What follows belongs to an exercise in optimizing a design on an open flow for small area, a short achievable clock period and few clock cycles per item; a production flow would make more cautious choices. The RTL was checked by simulation tests, not by an equivalence proof against the original design. Power and IR drop assume default switching activity.

## run A
==> flow/design.v <==
`default_nettype none
package ssmt_pkg;
  localparam int unsigned OP_W           = 2;
  localparam int unsigned VALUE_W        = 16;
  localparam int unsigned COUNT_W        = 5;
  localparam int unsigned DEF_CAPACITY   = 16;
  localparam int unsigned DEF_ELEM_WIDTH = 16;
  typedef enum logic [OP_W-1:0] {
    OP_INSERT = 2'd0,
    OP_DELETE = 2'd1,
    OP_QUERY  = 2'd2,
    OP_CLEAR  = 2'd3
  } ssmt_op_e;
  typedef struct packed {
    logic ins_en;
    logic del_en;
  } ssmt_ctl_t;
endpackage
`default_nettype wire
`default_nettype none
module ssmt_cell #(
  parameter int unsigned ELEM_WIDTH = ssmt_pkg::DEF_ELEM_WIDTH
) (
  input  wire logic                   clk_i,
  input  wire logic                   we_i,      
  input  wire logic [ELEM_WIDTH-1:0]  wdata_i,   
  input  wire logic [ELEM_WIDTH-1:0]  cmp_i,     
  output logic                        match_o    
);
  logic [ELEM_WIDTH-1:0] entry_q;
  assign match_o = (entry_q == cmp_i);
  always_ff @(posedge clk_i) begin
    if (we_i) begin
      entry_q <= wdata_i;
    end
  end
endmodule
`default_nettype wire
`default_nettype none
module small_set_membership_table #(
  parameter int unsigned CAPACITY   = ssmt_pkg::DEF_CAPACITY,
  parameter int unsigned ELEM_WIDTH = ssmt_pkg::DEF_ELEM_WIDTH
) (
  input  wire logic                          clk_i,
  input  wire logic                          rst_ni,
  input  wire logic                          start_i,
  output logic                               busy_o,
  input  wire logic [ssmt_pkg::OP_W-1:0]     op_i,
  input  wire logic [ssmt_pkg::VALUE_W-1:0]  value_i,
  output logic                               valid_o,
  output logic                               was_member_o,
  output logic [ssmt_pkg::COUNT_W-1:0]       count_o,
  output logic                               empty_res_o,
  output logic                               full_res_o,
  output logic                               rejected_o
);
  localparam int unsigned CNT_W = $clog2(CAPACITY + 1);
  logic                      x_vld_q;
  logic [ssmt_pkg::OP_W-1:0] x_op_q;
  logic [ELEM_WIDTH-1:0]     x_val_q;
  logic                      y_vld_q;
  logic [ssmt_pkg::OP_W-1:0] y_op_q;
  logic [ELEM_WIDTH-1:0]     y_val_q;
  logic [CAPACITY-1:0]       y_raw_q;        
  logic [CAPACITY-1:0]       y_wslot_q;      
  logic                      y_weq_q;        
  logic                      y_same_q;       
  logic                      u_vld_q;
  logic [ssmt_pkg::OP_W-1:0] u_op_q;
  logic [ELEM_WIDTH-1:0]     u_val_q;
  logic [CAPACITY-1:0]       u_match_q, u_match_d;
  logic                      u_pre_q;        
  logic                      u_same_q;       
  logic                      u_post_q;       
  logic                    init_q;
  logic [CAPACITY-1:0]     valid_q, valid_d;
  logic [CNT_W-1:0]        count_q, count_d;
  logic                    full_q;           
  logic [CAPACITY-1:0]     free;             
  logic [CAPACITY-1:0]     raw_match;
  logic                    valid_res_q;
  logic                    was_q, empty_q, full_res_q, rej_q;
  logic [ssmt_pkg::COUNT_W-1:0] cnt_res_q;
  assign busy_o = 1'b0;
  function automatic logic [CAPACITY-1:0] lowest_free(input logic [CAPACITY-1:0] used);
    logic seen;
    seen = 1'b0;
    for (int i = 0; i < CAPACITY; i++) begin
      lowest_free[i] = !used[i] && !seen;
      seen           = seen || !used[i];
    end
  endfunction
  assign free = lowest_free(valid_q);
  always_ff @(posedge clk_i or negedge rst_ni) begin
    if (!rst_ni) begin
      x_vld_q <= 1'b0;
    end else begin
      x_vld_q <= start_i;
    end
  end
  always_ff @(posedge clk_i) begin
    x_op_q  <= op_i;
    x_val_q <= ELEM_WIDTH'(value_i);
  end
  for (genvar i = 0; i < CAPACITY; i++) begin : g_cell
    ssmt_cell #(
      .ELEM_WIDTH(ELEM_WIDTH)
    ) u_cell (
      .clk_i  (clk_i),
      .we_i   (free[i]),
      .wdata_i(u_val_q),
      .cmp_i  (x_val_q),
      .match_o(raw_match[i])
    );
  end
  always_ff @(posedge clk_i or negedge rst_ni) begin
    if (!rst_ni) begin
      y_vld_q <= 1'b0;
    end else begin
      y_vld_q <= x_vld_q;
    end
  end
  always_ff @(posedge clk_i) begin
    y_op_q    <= x_op_q;
    y_val_q   <= x_val_q;
    y_raw_q   <= raw_match;
    y_wslot_q <= free;
    y_weq_q   <= x_val_q == u_val_q;
    y_same_q  <= (x_val_q == y_val_q) && y_vld_q;
  end
  logic [CAPACITY-1:0] y_match;    
  assign y_match   = (y_wslot_q & {CAPACITY{y_weq_q}}) | (~y_wslot_q & y_raw_q);
  assign u_match_d = (free & {CAPACITY{y_same_q}}) | (~free & y_match);
  always_ff @(posedge clk_i or negedge rst_ni) begin
    if (!rst_ni) begin
      u_vld_q <= 1'b0;
    end else begin
      u_vld_q <= y_vld_q;
    end
  end
  always_ff @(posedge clk_i) begin
    u_op_q    <= y_op_q;
    u_val_q   <= y_val_q;
    u_match_q <= u_match_d;
    u_pre_q   <= |(y_match & valid_q) && !(u_vld_q && (u_op_q == ssmt_pkg::OP_CLEAR));
    u_same_q  <= y_same_q;
  end
  logic [CAPACITY-1:0] hit;
  logic                member;
  logic                is_ins, is_del, is_qry, is_clr;
  logic                rej_d;
  logic                empty_set;
  logic                ins_ok;
  logic                del_ok;
  logic                post_d;
  assign is_ins   = u_vld_q && (u_op_q == ssmt_pkg::OP_INSERT);
  assign is_del   = u_vld_q && (u_op_q == ssmt_pkg::OP_DELETE);
  assign is_qry   = u_vld_q && (u_op_q == ssmt_pkg::OP_QUERY);
  assign is_clr   = u_vld_q && (u_op_q == ssmt_pkg::OP_CLEAR);
  assign empty_set = is_clr || !init_q;
  assign hit      = u_match_q & valid_q;
  assign member   = u_same_q ? u_post_q : u_pre_q;
  assign ins_ok   = is_ins && !full_q && !member;
  assign del_ok   = is_del && member;
  assign rej_d    = is_ins && full_q && !member;
  assign post_d   = (is_ins && !(full_q && !member)) || (is_qry && member);
  logic [CNT_W-1:0]    cnt_inc, cnt_dec;
  logic                empty_d, full_d;
  assign cnt_inc  = count_q + CNT_W'(1);
  assign cnt_dec  = count_q - CNT_W'(1);
  always_comb begin
    valid_d = valid_q;
    count_d = count_q;
    empty_d = count_q == '0;
    full_d  = full_q;
    if (empty_set) begin
      valid_d = '0;
      count_d = '0;
      empty_d = 1'b1;
      full_d  = 1'b0;
    end else if (ins_ok) begin
      valid_d = valid_q | free;
      count_d = cnt_inc;
      empty_d = 1'b0;
      full_d  = count_q == CNT_W'(CAPACITY - 1);
    end else if (del_ok) begin
      valid_d = valid_q & ~hit;
      count_d = cnt_dec;
      empty_d = count_q == CNT_W'(1);
      full_d  = 1'b0;
    end
  end
  always_ff @(posedge clk_i or negedge rst_ni) begin
    if (!rst_ni) begin
      init_q      <= 1'b0;
      valid_res_q <= 1'b0;
    end else begin
      init_q      <= 1'b1;
      valid_res_q <= u_vld_q;
    end
  end
  always_ff @(posedge clk_i) begin
    valid_q <= valid_d;
    count_q <= count_d;
    full_q  <= full_d;
  end
  always_ff @(posedge clk_i) begin
    u_post_q <= post_d;
  end
  always_ff @(posedge clk_i) begin
    was_q      <= member;
    cnt_res_q  <= ssmt_pkg::COUNT_W'(count_d);
    empty_q    <= empty_d;
    full_res_q <= full_d;
    rej_q      <= rej_d;
  end
  assign valid_o      = valid_res_q;
  assign was_member_o = was_q;
  assign count_o      = cnt_res_q;
  assign empty_res_o  = empty_q;
  assign full_res_o   = full_res_q;
  assign rejected_o   = rej_q;
endmodule
`default_nettype wire
==> flow/config.mk <==
export PLATFORM = sky130hd
export DESIGN_NAME = small_set_membership_table
export DESIGN_NICKNAME = small_set_membership_table
export VERILOG_FILES = /design/flow/design.v
export SDC_FILE = /design/flow/constraint.sdc
export NUM_CORES = 4
export LEC_CHECK = 0
export CAP_MARGIN = 20
export CORE_MARGIN = 2
export CORE_UTILIZATION = 40
export CTS_CLUSTER_DIAMETER = 100
export CTS_CLUSTER_SIZE = 24
export SETUP_SLACK_MARGIN = 2.15
export SLEW_MARGIN = 20
==> flow/constraint.sdc <==
create_clock -name core_clock -period 4.0 [get_ports {clk_i}]
set_input_delay 0.8000 -clock core_clock [delete_from_list [all_inputs] [get_ports {clk_i}]]
set_output_delay 0.8000 -clock core_clock [all_outputs]
set_load 0.01 [all_outputs]
run.sh (not shown) runs the stock make flow with config.mk's settings and CLKGATE_MAP_FILE= SYNTH_SCRIPT=/design/flow/synth_recipe.tcl, a recipe that flattens the netlist after the stock synthesis.
Testbench counts of run A, summed over its fixed seeds: cycles 32,032, items 32,000.
> inputs changed (run A -> run B)
--- a/flow/design.v
+++ b/flow/design.v
@@ -75,9 +75,9 @@
   logic                    init_q;
   logic [CAPACITY-1:0]     valid_q, valid_d;
   logic [CNT_W-1:0]        count_q, count_d;
   logic                    full_q;           
-  logic [CAPACITY-1:0]     free;             
+  logic [CAPACITY-1:0]     free_q, free_d;   
   logic [CAPACITY-1:0]     raw_match;
   logic                    valid_res_q;
   logic                    was_q, empty_q, full_res_q, rej_q;
   logic [ssmt_pkg::COUNT_W-1:0] cnt_res_q;
@@ -89,9 +89,8 @@
       lowest_free[i] = !used[i] && !seen;
       seen           = seen || !used[i];
     end
   endfunction
-  assign free = lowest_free(valid_q);
   always_ff @(posedge clk_i or negedge rst_ni) begin
     if (!rst_ni) begin
       x_vld_q <= 1'b0;
     end else begin
@@ -106,9 +105,9 @@
     ssmt_cell #(
       .ELEM_WIDTH(ELEM_WIDTH)
     ) u_cell (
       .clk_i  (clk_i),
-      .we_i   (free[i]),
+      .we_i   (free_q[i]),
       .wdata_i(u_val_q),
       .cmp_i  (x_val_q),
       .match_o(raw_match[i])
     );
@@ -123,15 +122,15 @@
   always_ff @(posedge clk_i) begin
     y_op_q    <= x_op_q;
     y_val_q   <= x_val_q;
     y_raw_q   <= raw_match;
-    y_wslot_q <= free;
+    y_wslot_q <= free_q;
     y_weq_q   <= x_val_q == u_val_q;
     y_same_q  <= (x_val_q == y_val_q) && y_vld_q;
   end
   logic [CAPACITY-1:0] y_match;    
   assign y_match   = (y_wslot_q & {CAPACITY{y_weq_q}}) | (~y_wslot_q & y_raw_q);
-  assign u_match_d = (free & {CAPACITY{y_same_q}}) | (~free & y_match);
+  assign u_match_d = (free_q & {CAPACITY{y_same_q}}) | (~free_q & y_match);
   always_ff @(posedge clk_i or negedge rst_ni) begin
     if (!rst_ni) begin
       u_vld_q <= 1'b0;
     end else begin
@@ -164,29 +163,36 @@
   assign del_ok   = is_del && member;
   assign rej_d    = is_ins && full_q && !member;
   assign post_d   = (is_ins && !(full_q && !member)) || (is_qry && member);
   logic [CNT_W-1:0]    cnt_inc, cnt_dec;
+  logic [CAPACITY-1:0] free_ins, free_del;
   logic                empty_d, full_d;
   assign cnt_inc  = count_q + CNT_W'(1);
   assign cnt_dec  = count_q - CNT_W'(1);
+  assign free_ins = lowest_free(valid_q | free_q);
+  assign free_del = lowest_free(valid_q & ~hit);
   always_comb begin
     valid_d = valid_q;
     count_d = count_q;
+    free_d  = free_q;
     empty_d = count_q == '0;
     full_d  = full_q;
     if (empty_set) begin
       valid_d = '0;
       count_d = '0;
+      free_d  = CAPACITY'(1);
       empty_d = 1'b1;
       full_d  = 1'b0;
     end else if (ins_ok) begin
-      valid_d = valid_q | free;
+      valid_d = valid_q | free_q;
       count_d = cnt_inc;
+      free_d  = free_ins;
       empty_d = 1'b0;
       full_d  = count_q == CNT_W'(CAPACITY - 1);
     end else if (del_ok) begin
       valid_d = valid_q & ~hit;
       count_d = cnt_dec;
+      free_d  = free_del;
       empty_d = count_q == CNT_W'(1);
       full_d  = 1'b0;
     end
   end
@@ -202,8 +208,9 @@
   always_ff @(posedge clk_i) begin
     valid_q <= valid_d;
     count_q <= count_d;
     full_q  <= full_d;
+    free_q  <= free_d;
   end
   always_ff @(posedge clk_i) begin
     u_post_q <= post_d;
   end
NOTE: internal power summed over all cells in run B exceeds that of run A
Run B against run A: met3 usage -0.25 points; cell count went up by 139; share of layout cells above drive strength 1 now sits lower; portion of the layout cell area used by non-clock buffers now smaller.
A cell type of the slowest stage on the worst timing path of sky130_fd_sc_hd__dfxtp_4 is what run B shows, while sky130_fd_sc_hd__or4_4 belongs to run A.
Looking at total number of multi-input combinational cells, run B sits 93 higher than run A does.
Delta(combinational cell fraction of total power, run B - run A) > 0
Testbench counts of run B, summed over its fixed seeds: cycles 32,032, items 32,000.

[what the ideal ports hide]
No port has a modelled driver above. Below, the same layouts with a new extraction and two added sets of constraints. Step 1, drivers: a clkbuf_16 drives clk_i and a buf_2 each remaining input, both assumed. Step 2, shift: input delay + t, output delay - t, t = (earliest + latest rising clock arrival at the registers) / 2. This alone moves slack from input paths to output paths. a / b / c = ideal ports / drivers / drivers and shift; a / b = the first two.
run	t (ns)	setup slack, ns	worst setup path at the end	clock arrival spread, ns
run A	0.582	2.152 / 2.119 / 2.152	register to register	0.026 / 0.026
run B	0.575	2.164 / 2.110 / 2.211	register to register	0.030 / 0.031
After both steps every run listed still meets setup and hold.
